Context: an optimization exercise on an open-source flow, tuned for small area and few clock cycles per item. The choices shown serve that exercise and are no tape-out recipe.
RTL that was checked went through simulation tests only; none was proved equivalent to the original.

==> inputs of 11-04 <==
==> flow/design.v <==
`timescale 1ns / 1ps
package stkrm_pkg;
    localparam int unsigned DEPTH_DEFAULT = 32;
    localparam int unsigned VALUE_W       = 8;
    localparam int unsigned COUNT_W       = 6;
    localparam int unsigned S_TDATA_W     = 16;
    localparam int unsigned M_TDATA_W     = 24;
    typedef enum logic [1:0] {
        CMD_PUSH   = 2'd0,
        CMD_POP    = 2'd1,
        CMD_PEEK   = 2'd2,
        CMD_REMOVE = 2'd3
    } cmd_t;
    typedef enum logic [1:0] {
        ST_OK    = 2'd0,
        ST_FULL  = 2'd1,
        ST_EMPTY = 2'd2
    } status_t;
    typedef struct packed {
        logic push;
        logic pop;
        logic remove;
    } cell_ctrl_t;
endpackage
`timescale 1ns / 1ps
module stkrm_cell (
    input  logic                              aclk,
    input  logic                              hold,       
    input  logic                              from_up,    
    input  logic                              from_dn,    
    input  logic [stkrm_pkg::VALUE_W-1:0]     above_s,    
    input  logic [stkrm_pkg::VALUE_W-1:0]     below_s,    
    output logic [stkrm_pkg::VALUE_W-1:0]     data_s
);
    for (genvar b = 0; b < stkrm_pkg::VALUE_W; b++) begin : g_bit
        stkrm_bit u_bit (
            .aclk    (aclk),
            .hold    (hold),
            .from_up (from_up),
            .from_dn (from_dn),
            .above_s (above_s[b]),
            .below_s (below_s[b]),
            .data_s  (data_s[b])
        );
    end
endmodule
module stkrm_bit (
    input  logic aclk,
    input  logic hold,
    input  logic from_up,
    input  logic from_dn,
    input  logic above_s,
    input  logic below_s,
    output logic data_s
);
    logic data_reg;
    assign data_s = data_reg;
    always_ff @(posedge aclk) begin
        data_reg <= ~((hold & data_reg) | (from_up & above_s) | (from_dn & below_s));
    end
endmodule
module stkrm_eq8 (
    input  logic [7:0] a,
    input  logic [7:0] b,
    output logic       lo_n,
    output logic       hi_n
);
    logic [7:0] x;
    for (genvar k = 0; k < 8; k++) begin : g_x
        stkrm_xnor2 u_x (.a(a[k]), .b(b[k]), .y(x[k]));
    end
    stkrm_nand4 u_lo (.a(x[0]), .b(x[1]), .c(x[2]), .d(x[3]), .y(lo_n));
    stkrm_nand4 u_hi (.a(x[4]), .b(x[5]), .c(x[6]), .d(x[7]), .y(hi_n));
endmodule
module stkrm_xnor2 (input logic a, input logic b, output logic y);
    assign y = ~(a ^ b);
endmodule
module stkrm_inv (input logic a, output logic y);
    assign y = ~a;
endmodule
module stkrm_nand2 (input logic a, input logic b, output logic y);
    assign y = ~(a & b);
endmodule
module stkrm_nand3 (input logic a, input logic b, input logic c, output logic y);
    assign y = ~(a & b & c);
endmodule
module stkrm_nand4 (input logic a, input logic b, input logic c, input logic d, output logic y);
    assign y = ~(a & b & c & d);
endmodule
module stkrm_nor2 (input logic a, input logic b, output logic y);
    assign y = ~(a | b);
endmodule
module stkrm_nor3 (input logic a, input logic b, input logic c, output logic y);
    assign y = ~(a | b | c);
endmodule
module stkrm_nor4 (input logic a, input logic b, input logic c, input logic d, output logic y);
    assign y = ~(a | b | c | d);
endmodule
module stkrm_and2 (input logic a, input logic b, output logic y);
    assign y = a & b;
endmodule
module stkrm_and3 (input logic a, input logic b, input logic c, output logic y);
    assign y = a & b & c;
endmodule
module stkrm_and4 (input logic a, input logic b, input logic c, input logic d, output logic y);
    assign y = a & b & c & d;
endmodule
`timescale 1ns / 1ps
module stack_with_remove_by_value_unit #(
    parameter int unsigned DEPTH = stkrm_pkg::DEPTH_DEFAULT
) (
    input  logic                              aclk,
    input  logic                              aresetn,
    input  logic                              s_tvalid,
    output logic                              s_tready,
    input  logic [stkrm_pkg::S_TDATA_W-1:0]   s_tdata,
    output logic                              m_tvalid,
    input  logic                              m_tready,
    output logic [stkrm_pkg::M_TDATA_W-1:0]   m_tdata
);
    localparam int unsigned FILL_W = $clog2(DEPTH + 1);
    localparam int unsigned VW     = stkrm_pkg::VALUE_W;
    localparam int unsigned CW     = stkrm_pkg::COUNT_W;
    localparam int unsigned NG     = DEPTH / 4;         
    logic [1:0]             cmd;
    logic [VW-1:0]          value;
    logic [VW-1:0]          value_s;       
    logic                   accept;
    logic                   empty;
    logic                   full;
    logic                   any_hit;       
    logic                   is_push;
    logic                   is_pop;
    logic                   is_peek;
    logic                   is_remove;
    logic                   shift_dn;      
    logic                   shift_up;      
    logic                   shift_up_n;
    logic                   rm_go;         
    logic                   phase;
    logic [VW-1:0]          cell_s   [DEPTH];
    logic                   lo_n     [DEPTH];    
    logic                   hi_n     [DEPTH];    
    logic                   look_n   [DEPTH];    
    logic                   hit      [DEPTH];    
    logic                   grp_n    [DEPTH];    
    logic                   dn       [DEPTH];    
    logic                   hold     [DEPTH];    
    logic                   tot_n    [NG];       
    logic                   pre_a_n  [NG+1];     
    logic                   pre_b_n  [NG+1];     
    logic                   occ      [DEPTH];    
    logic [FILL_W-1:0]      fill_reg;
    logic [FILL_W-1:0]      fill_next;
    logic                   out_valid_reg;
    logic [VW-1:0]          out_data_reg;
    logic [1:0]             out_status_reg;
    logic                   out_removed_reg;
    logic [FILL_W+CW-1:0]   count_wide;
    assign cmd       = s_tdata[1:0];
    assign value     = s_tdata[VW+1:2];
    assign value_s   = value ^ {VW{phase}};
    assign accept    = s_tvalid && s_tready;
    assign empty     = (fill_reg == '0);
    assign full      = (fill_reg == FILL_W'(DEPTH));
    assign is_push   = (cmd == stkrm_pkg::CMD_PUSH);
    assign is_pop    = (cmd == stkrm_pkg::CMD_POP);
    assign is_peek   = (cmd == stkrm_pkg::CMD_PEEK);
    assign is_remove = (cmd == stkrm_pkg::CMD_REMOVE);
    assign s_tready = !out_valid_reg || m_tready;
    assign shift_dn   = accept && is_push && !full;
    assign shift_up   = accept && is_pop;         
    assign shift_up_n = !shift_up;
    assign rm_go      = accept && is_remove;
    for (genvar i = 0; i < DEPTH; i++) begin : g_cell
        logic [VW-1:0] above_s;
        logic [VW-1:0] below_s;
        if (i == 0) begin : g_top
            assign above_s = value_s;
        end else begin : g_mid
            assign above_s = cell_s[i-1];
        end
        if (i == DEPTH - 1) begin : g_bottom
            assign below_s = '0;
        end else begin : g_inner
            assign below_s = cell_s[i+1];
        end
        assign occ[i] = (fill_reg > FILL_W'(i));
        stkrm_eq8   u_eq   (.a(cell_s[i]), .b(value_s), .lo_n(lo_n[i]), .hi_n(hi_n[i]));
        stkrm_nand2 u_look (.a(occ[i]), .b(rm_go), .y(look_n[i]));
        stkrm_nor3  u_hit  (.a(lo_n[i]), .b(hi_n[i]), .c(look_n[i]), .y(hit[i]));
        stkrm_cell u_cell (
            .aclk    (aclk),
            .hold    (hold[i]),
            .from_up (shift_dn),
            .from_dn (dn[i]),
            .above_s (above_s),
            .below_s (below_s),
            .data_s  (cell_s[i])
        );
    end
    for (genvar j = 0; j < NG; j++) begin : g_grp
        stkrm_inv  u_p0 (.a(hit[4*j]), .y(grp_n[4*j]));
        stkrm_nor2 u_p1 (.a(hit[4*j]), .b(hit[4*j+1]), .y(grp_n[4*j+1]));
        stkrm_nor3 u_p2 (.a(hit[4*j]), .b(hit[4*j+1]), .c(hit[4*j+2]), .y(grp_n[4*j+2]));
        stkrm_nor4 u_p3 (.a(hit[4*j]), .b(hit[4*j+1]), .c(hit[4*j+2]), .d(hit[4*j+3]),
                         .y(grp_n[4*j+3]));
        assign tot_n[j] = grp_n[4*j+3];
    end
    assign pre_a_n[0] = 1'b1;
    assign pre_a_n[1] = tot_n[0];
    stkrm_and2 u_a2 (.a(tot_n[0]), .b(tot_n[1]), .y(pre_a_n[2]));
    stkrm_and3 u_a3 (.a(tot_n[0]), .b(tot_n[1]), .c(tot_n[2]), .y(pre_a_n[3]));
    stkrm_and4 u_a4 (.a(tot_n[0]), .b(tot_n[1]), .c(tot_n[2]), .d(tot_n[3]), .y(pre_a_n[4]));
    for (genvar j = 0; j <= 4; j++) begin : g_pb_lo
        assign pre_b_n[j] = 1'b1;
    end
    for (genvar j = 5; j <= NG; j++) begin : g_pa_hi
        assign pre_a_n[j] = pre_a_n[4];
    end
    assign pre_b_n[5] = tot_n[4];
    stkrm_and2 u_b6 (.a(tot_n[4]), .b(tot_n[5]), .y(pre_b_n[6]));
    stkrm_and3 u_b7 (.a(tot_n[4]), .b(tot_n[5]), .c(tot_n[6]), .y(pre_b_n[7]));
    stkrm_and4 u_b8 (.a(tot_n[4]), .b(tot_n[5]), .c(tot_n[6]), .d(tot_n[7]), .y(pre_b_n[8]));
    stkrm_nand2 u_any (.a(pre_a_n[NG]), .b(pre_b_n[NG]), .y(any_hit));
    for (genvar i = 0; i < DEPTH; i++) begin : g_sel
        localparam int J = i / 4;
        if (J == 0) begin : g_j0
            stkrm_nand2 u_dn (.a(grp_n[i]), .b(shift_up_n), .y(dn[i]));
        end else if (J <= 4) begin : g_jlo
            stkrm_nand3 u_dn (.a(grp_n[i]), .b(pre_a_n[J]), .c(shift_up_n), .y(dn[i]));
        end else begin : g_jhi
            stkrm_nand4 u_dn (.a(grp_n[i]), .b(pre_a_n[J]), .c(pre_b_n[J]), .d(shift_up_n),
                              .y(dn[i]));
        end
        stkrm_nor2 u_hold (.a(dn[i]), .b(shift_dn), .y(hold[i]));
    end
    always_comb begin
        fill_next = fill_reg;
        if (shift_dn)                                fill_next = fill_reg + 1'b1;
        else if ((shift_up && !empty) || any_hit)    fill_next = fill_reg - 1'b1;
    end
    always_ff @(posedge aclk) begin
        if (!aresetn) begin
            phase         <= 1'b0;
            fill_reg      <= '0;
            out_valid_reg <= 1'b0;
        end else begin
            phase    <= !phase;
            fill_reg <= fill_next;
            if (accept) begin
                out_valid_reg <= 1'b1;
            end else if (m_tready) begin
                out_valid_reg <= 1'b0;
            end
        end
    end
    always_ff @(posedge aclk) begin
        if (accept) begin
            out_data_reg    <= ((is_pop || is_peek) && !empty) ? (cell_s[0] ^ {VW{phase}}) : '0;
            out_status_reg  <= (is_push && full)                ? stkrm_pkg::ST_FULL  :
                               ((is_pop || is_peek) && empty)   ? stkrm_pkg::ST_EMPTY :
                                                                  stkrm_pkg::ST_OK;
            out_removed_reg <= any_hit;
        end
    end
    assign count_wide = {{CW{1'b0}}, fill_reg};
    assign m_tvalid = out_valid_reg;
    assign m_tdata  = {{(stkrm_pkg::M_TDATA_W - VW - 2 - 1 - CW){1'b0}},
                       count_wide[CW-1:0], out_removed_reg, out_status_reg,
                       out_data_reg};
endmodule
==> flow/run.sh <==
#!/bin/bash
# synth_recipe.tcl (not shown) runs the flow's synth.tcl, then flattens the netlist and writes it again
# the make line also repeats each setting of config.mk as NAME=value (left out here)
make -C /OpenROAD-flow-scripts/flow DESIGN_CONFIG=/design/flow/config.mk WORK_HOME=/design/flow/orfs CLKGATE_MAP_FILE= SYNTH_SCRIPT=/design/flow/synth_recipe.tcl finish
==> flow/config.mk <==
export PLATFORM = sky130hd
export DESIGN_NAME = stack_with_remove_by_value_unit
export DESIGN_NICKNAME = stack_with_remove_by_value_unit
export VERILOG_FILES = /design/flow/design.v
export SDC_FILE = /design/flow/constraint.sdc
export NUM_CORES = 4
export LEC_CHECK = 0
export CAP_MARGIN = 20
export CORE_MARGIN = 2
export CORE_UTILIZATION = 40
export GPL_TIMING_DRIVEN = 0
export SLEW_MARGIN = 20
export SYNTH_HIERARCHICAL = 1
export SYNTH_MINIMUM_KEEP_SIZE = 0
==> flow/constraint.sdc <==
create_clock -name core_clock -period 3.2 [get_ports {aclk}]
set_input_delay 0.6400 -clock core_clock [delete_from_list [all_inputs] [get_ports {aclk}]]
set_output_delay 0.6400 -clock core_clock [all_outputs]
set_load 0.01 [all_outputs]
==> 10-20 (differences from 11-04) <==
--- a/flow/design.v
+++ b/flow/design.v
@@ -105,6 +105,16 @@
 module stkrm_and4 (input logic a, input logic b, input logic c, input logic d, output logic y);
     assign y = a & b & c & d;
 endmodule
+module stkrm_phase (
+    input  logic aclk,
+    input  logic aresetn,
+    output logic phase
+);
+    always_ff @(posedge aclk) begin
+        if (!aresetn) phase <= 1'b0;
+        else          phase <= !phase;
+    end
+endmodule
 `timescale 1ns / 1ps
 module stack_with_remove_by_value_unit #(
     parameter int unsigned DEPTH = stkrm_pkg::DEPTH_DEFAULT
@@ -138,6 +148,7 @@
     logic                   shift_up_n;
     logic                   rm_go;         
     logic                   phase;
+    logic [VW-1:0]          key_phase;     
     logic [VW-1:0]          cell_s   [DEPTH];
     logic                   lo_n     [DEPTH];    
     logic                   hi_n     [DEPTH];    
@@ -159,7 +170,7 @@
     logic [FILL_W+CW-1:0]   count_wide;
     assign cmd       = s_tdata[1:0];
     assign value     = s_tdata[VW+1:2];
-    assign value_s   = value ^ {VW{phase}};
+    assign value_s   = value ^ key_phase;
     assign accept    = s_tvalid && s_tready;
     assign empty     = (fill_reg == '0);
     assign full      = (fill_reg == FILL_W'(DEPTH));
@@ -172,6 +183,9 @@
     assign shift_up   = accept && is_pop;         
     assign shift_up_n = !shift_up;
     assign rm_go      = accept && is_remove;
+    for (genvar b = 0; b < VW; b++) begin : g_kph
+        stkrm_phase u_ph (.aclk(aclk), .aresetn(aresetn), .phase(key_phase[b]));
+    end
     for (genvar i = 0; i < DEPTH; i++) begin : g_cell
         logic [VW-1:0] above_s;
         logic [VW-1:0] below_s;
@@ -209,14 +223,14 @@
     end
     assign pre_a_n[0] = 1'b1;
     assign pre_a_n[1] = tot_n[0];
+    for (genvar j = 0; j <= 4; j++) begin : g_pb_lo
+        assign pre_b_n[j] = 1'b1;
+    end
     stkrm_and2 u_a2 (.a(tot_n[0]), .b(tot_n[1]), .y(pre_a_n[2]));
     stkrm_and3 u_a3 (.a(tot_n[0]), .b(tot_n[1]), .c(tot_n[2]), .y(pre_a_n[3]));
-    stkrm_and4 u_a4 (.a(tot_n[0]), .b(tot_n[1]), .c(tot_n[2]), .d(tot_n[3]), .y(pre_a_n[4]));
-    for (genvar j = 0; j <= 4; j++) begin : g_pb_lo
-        assign pre_b_n[j] = 1'b1;
-    end
-    for (genvar j = 5; j <= NG; j++) begin : g_pa_hi
-        assign pre_a_n[j] = pre_a_n[4];
+    for (genvar j = 4; j <= NG; j++) begin : g_pa_hi
+        stkrm_and4 u_a4 (.a(tot_n[0]), .b(tot_n[1]), .c(tot_n[2]), .d(tot_n[3]),
+                         .y(pre_a_n[j]));
     end
     assign pre_b_n[5] = tot_n[4];
     stkrm_and2 u_b6 (.a(tot_n[4]), .b(tot_n[5]), .y(pre_b_n[6]));
Settings changed: CORE_UTILIZATION 40 to 30, CTS_CLUSTER_DIAMETER from default to 100, CTS_CLUSTER_SIZE from default to 24.
==> 10-23 (differences from 11-04) <==
--- a/flow/design.v
+++ b/flow/design.v
@@ -105,6 +105,16 @@
 module stkrm_and4 (input logic a, input logic b, input logic c, input logic d, output logic y);
     assign y = a & b & c & d;
 endmodule
+module stkrm_phase (
+    input  logic aclk,
+    input  logic aresetn,
+    output logic phase
+);
+    always_ff @(posedge aclk) begin
+        if (!aresetn) phase <= 1'b0;
+        else          phase <= !phase;
+    end
+endmodule
 `timescale 1ns / 1ps
 module stack_with_remove_by_value_unit #(
     parameter int unsigned DEPTH = stkrm_pkg::DEPTH_DEFAULT
@@ -138,6 +148,7 @@
     logic                   shift_up_n;
     logic                   rm_go;         
     logic                   phase;
+    logic [VW-1:0]          key_phase;     
     logic [VW-1:0]          cell_s   [DEPTH];
     logic                   lo_n     [DEPTH];    
     logic                   hi_n     [DEPTH];    
@@ -159,7 +170,7 @@
     logic [FILL_W+CW-1:0]   count_wide;
     assign cmd       = s_tdata[1:0];
     assign value     = s_tdata[VW+1:2];
-    assign value_s   = value ^ {VW{phase}};
+    assign value_s   = value ^ key_phase;
     assign accept    = s_tvalid && s_tready;
     assign empty     = (fill_reg == '0);
     assign full      = (fill_reg == FILL_W'(DEPTH));
@@ -172,6 +183,9 @@
     assign shift_up   = accept && is_pop;         
     assign shift_up_n = !shift_up;
     assign rm_go      = accept && is_remove;
+    for (genvar b = 0; b < VW; b++) begin : g_kph
+        stkrm_phase u_ph (.aclk(aclk), .aresetn(aresetn), .phase(key_phase[b]));
+    end
     for (genvar i = 0; i < DEPTH; i++) begin : g_cell
         logic [VW-1:0] above_s;
         logic [VW-1:0] below_s;
@@ -181,7 +195,7 @@
             assign above_s = cell_s[i-1];
         end
         if (i == DEPTH - 1) begin : g_bottom
-            assign below_s = '0;
+            assign below_s = cell_s[i];           
         end else begin : g_inner
             assign below_s = cell_s[i+1];
         end
@@ -209,14 +223,14 @@
     end
     assign pre_a_n[0] = 1'b1;
     assign pre_a_n[1] = tot_n[0];
+    for (genvar j = 0; j <= 4; j++) begin : g_pb_lo
+        assign pre_b_n[j] = 1'b1;
+    end
     stkrm_and2 u_a2 (.a(tot_n[0]), .b(tot_n[1]), .y(pre_a_n[2]));
     stkrm_and3 u_a3 (.a(tot_n[0]), .b(tot_n[1]), .c(tot_n[2]), .y(pre_a_n[3]));
-    stkrm_and4 u_a4 (.a(tot_n[0]), .b(tot_n[1]), .c(tot_n[2]), .d(tot_n[3]), .y(pre_a_n[4]));
-    for (genvar j = 0; j <= 4; j++) begin : g_pb_lo
-        assign pre_b_n[j] = 1'b1;
-    end
-    for (genvar j = 5; j <= NG; j++) begin : g_pa_hi
-        assign pre_a_n[j] = pre_a_n[4];
+    for (genvar j = 4; j <= NG; j++) begin : g_pa_hi
+        stkrm_and4 u_a4 (.a(tot_n[0]), .b(tot_n[1]), .c(tot_n[2]), .d(tot_n[3]),
+                         .y(pre_a_n[j]));
     end
     assign pre_b_n[5] = tot_n[4];
     stkrm_and2 u_b6 (.a(tot_n[4]), .b(tot_n[5]), .y(pre_b_n[6]));
==> flow/flow/run.sh (new file) <==
#!/bin/bash
# Own flow: the standard layout (standard.sh, unchanged synthesis and
# steps), except that the port buffers are plain buf_2 cells instead of the
# delay buffers buffer_ports picks by default. Every port still gets a buffer.
set -euo pipefail
export BUFFER_PORTS_ARGS="-buffer_cell sky130_fd_sc_hd__buf_2"
bash standard.sh finish > standard_flow.log 2>&1
==> flow/standard.sh (new file) <==
#!/bin/bash
# synth_recipe.tcl (not shown) runs the flow's synth.tcl, then flattens the netlist and writes it again
# the make line also repeats each setting of config.mk as NAME=value (left out here)
make -C /OpenROAD-flow-scripts/flow DESIGN_CONFIG=/design/flow/config.mk WORK_HOME=/design/flow/orfs CLKGATE_MAP_FILE= SYNTH_SCRIPT=/design/flow/synth_recipe.tcl "${@:-finish}"
Settings changed: CAP_MARGIN 20 to 5, CORE_UTILIZATION 40 to 50, CTS_CLUSTER_DIAMETER from default to 100, CTS_CLUSTER_SIZE from default to 24, SLEW_MARGIN 20 to 5.
removed: flow/run.sh
==> 08-19 (differences from 11-04) <==
--- a/flow/design.v
+++ b/flow/design.v
@@ -105,6 +105,16 @@
 module stkrm_and4 (input logic a, input logic b, input logic c, input logic d, output logic y);
     assign y = a & b & c & d;
 endmodule
+module stkrm_phase (
+    input  logic aclk,
+    input  logic aresetn,
+    output logic phase
+);
+    always_ff @(posedge aclk) begin
+        if (!aresetn) phase <= 1'b0;
+        else          phase <= !phase;
+    end
+endmodule
 `timescale 1ns / 1ps
 module stack_with_remove_by_value_unit #(
     parameter int unsigned DEPTH = stkrm_pkg::DEPTH_DEFAULT
@@ -138,6 +148,7 @@
     logic                   shift_up_n;
     logic                   rm_go;         
     logic                   phase;
+    logic [VW-1:0]          key_phase;     
     logic [VW-1:0]          cell_s   [DEPTH];
     logic                   lo_n     [DEPTH];    
     logic                   hi_n     [DEPTH];    
@@ -159,7 +170,7 @@
     logic [FILL_W+CW-1:0]   count_wide;
     assign cmd       = s_tdata[1:0];
     assign value     = s_tdata[VW+1:2];
-    assign value_s   = value ^ {VW{phase}};
+    assign value_s   = value ^ key_phase;
     assign accept    = s_tvalid && s_tready;
     assign empty     = (fill_reg == '0);
     assign full      = (fill_reg == FILL_W'(DEPTH));
@@ -172,6 +183,9 @@
     assign shift_up   = accept && is_pop;         
     assign shift_up_n = !shift_up;
     assign rm_go      = accept && is_remove;
+    for (genvar b = 0; b < VW; b++) begin : g_kph
+        stkrm_phase u_ph (.aclk(aclk), .aresetn(aresetn), .phase(key_phase[b]));
+    end
     for (genvar i = 0; i < DEPTH; i++) begin : g_cell
         logic [VW-1:0] above_s;
         logic [VW-1:0] below_s;
@@ -209,14 +223,14 @@
     end
     assign pre_a_n[0] = 1'b1;
     assign pre_a_n[1] = tot_n[0];
+    for (genvar j = 0; j <= 4; j++) begin : g_pb_lo
+        assign pre_b_n[j] = 1'b1;
+    end
     stkrm_and2 u_a2 (.a(tot_n[0]), .b(tot_n[1]), .y(pre_a_n[2]));
     stkrm_and3 u_a3 (.a(tot_n[0]), .b(tot_n[1]), .c(tot_n[2]), .y(pre_a_n[3]));
-    stkrm_and4 u_a4 (.a(tot_n[0]), .b(tot_n[1]), .c(tot_n[2]), .d(tot_n[3]), .y(pre_a_n[4]));
-    for (genvar j = 0; j <= 4; j++) begin : g_pb_lo
-        assign pre_b_n[j] = 1'b1;
-    end
-    for (genvar j = 5; j <= NG; j++) begin : g_pa_hi
-        assign pre_a_n[j] = pre_a_n[4];
+    for (genvar j = 4; j <= NG; j++) begin : g_pa_hi
+        stkrm_and4 u_a4 (.a(tot_n[0]), .b(tot_n[1]), .c(tot_n[2]), .d(tot_n[3]),
+                         .y(pre_a_n[j]));
     end
     assign pre_b_n[5] = tot_n[4];
     stkrm_and2 u_b6 (.a(tot_n[4]), .b(tot_n[5]), .y(pre_b_n[6]));
==> flow/flow/run.sh (new file) <==
#!/bin/bash
# Own flow: the standard layout (standard.sh, unchanged synthesis and
# steps), except that the port buffers are plain buf_2 cells instead of the
# delay buffers buffer_ports picks by default. Every port still gets a buffer.
set -euo pipefail
export BUFFER_PORTS_ARGS="-buffer_cell sky130_fd_sc_hd__buf_2"
bash standard.sh finish > standard_flow.log 2>&1
==> flow/standard.sh (new file) <==
#!/bin/bash
# synth_recipe.tcl (not shown) runs the flow's synth.tcl, then flattens the netlist and writes it again
# the make line also repeats each setting of config.mk as NAME=value (left out here)
make -C /OpenROAD-flow-scripts/flow DESIGN_CONFIG=/design/flow/config.mk WORK_HOME=/design/flow/orfs CLKGATE_MAP_FILE= SYNTH_SCRIPT=/design/flow/synth_recipe.tcl "${@:-finish}"
Settings changed: CAP_MARGIN 20 to 5, CORE_UTILIZATION 40 to 30, CTS_CLUSTER_DIAMETER from default to 100, CTS_CLUSTER_SIZE from default to 24, SLEW_MARGIN 20 to 5.
removed: flow/run.sh
==> comparison table <==
quantity                                                                        08-19                   10-20                     10-23                       11-04
Outcome                                                      timing/DRC/antenna clean  timing/DRC/antenna clean  timing/DRC/antenna clean  complete, but fails checks
Reasons for failing layout checks                                                   -                       -                         -        negative setup slack
Clock-pin slew on the worst setup and hold paths                              0.10 ns                 0.10 ns                   0.10 ns                     0.06 ns
Crit path launch                                                          fill_reg[0]                m_tready       g_kph[2].u_ph.phase                       phase
Finished Core Util                                                              36.6%                   37.9%                     59.5%                       53.8%
Depth of the worst register-to-register path                                       14                      14                        14                          16
Starting density of the core                                                    30.4%                   30.4%                     50.7%                       40.7%
Fraction of layout instances using a drive strength above 1                     18.9%                   18.0%                     19.3%                       22.2%
Worst Clk Skew                                                              0.0148 ns               0.0159 ns                 0.0140 ns                   0.0225 ns
Share of the synthesized area in the top cell type                              41.5%                   41.5%                     41.5%                       41.2%
Routed metal-1 wirelength                                              16,400 microns          16,500 microns            15,900 microns              16,400 microns
Multi-Input Combinational                                                         882                     884                       874                         870
Length of routed met3 wiring                                             1680 microns            1860 microns              1670 microns                2060 microns
Cell with the largest stage delay on the worst path           sky130_fd_sc_hd__or3b_4  sky130_fd_sc_hd__or3_2  sky130_fd_sc_hd__dfxtp_1   sky130_fd_sc_hd__a222oi_1
Most common cell after layout, fill and taps aside           sky130_fd_sc_hd__dfxtp_1                       -  sky130_fd_sc_hd__dfxtp_1    sky130_fd_sc_hd__dfxtp_1
Worst path setup slack after routing                                         0.124 ns               0.0528 ns                  0.107 ns                  -0.0713 ns
Cell Count, Final, Fillers Out                                                  1,897                   1,912                     1,640                       1,800
Non-clock inverter total of the final layout                                       24                      21                        22                          19
Classification of the worst setup path                                        reg2reg                  in2reg                   reg2reg                     reg2reg
Testbench counts of 11-04, summed over its fixed seeds: cycles 16,008, items 16,000.
Testbench counts of 10-20, summed over its fixed seeds: cycles 16,008, items 16,000.
Testbench counts of 08-19, summed over its fixed seeds: cycles 16,008, items 16,000.
No functional check of the RTL was part of 10-23.

-- afterwards: timing with drivers on the ports --
Ports are ideal in the flow. The routed layouts listed here were re-timed in OpenROAD.
Step 1 assumes that a clkbuf_16 drives the clock port and a buf_2 every other input.
Step 2 times the ports against the registers' clock, not the clock port: input delays grow and output delays shrink by t, the midpoint of the rising clock arrivals with the driver on.
Three values: no drivers, after step 1, after step 2; two values: the first two.
| run | t (ns) | setup slack, ns | hold WS [ns] | pins driven straight from the clock port |
|---|---|---|---|---|
| 11-04 | 0.622 | -0.071 / -0.071 / -0.603 | 0.515 / 0.515 / 0.515 | 1 |
| 10-20 | 0.549 | 0.053 / 0.079 / -0.470 | 0.486 / 0.486 / 0.486 | 1 |
| 10-23 | 0.542 | 0.107 / 0.107 / -0.219 | 0.427 / 0.402 / 0.481 | 1 |
| 08-19 | 0.544 | 0.124 / 0.124 / -0.250 | 0.428 / 0.405 / 0.482 | 1 |
Met with ideal ports but missed after step 2: setup timing in 10-20, 10-23 and 08-19. The setup slack of 11-04, which loses most, moves by 0.000 ns with the drivers and by -0.532 ns with both steps.
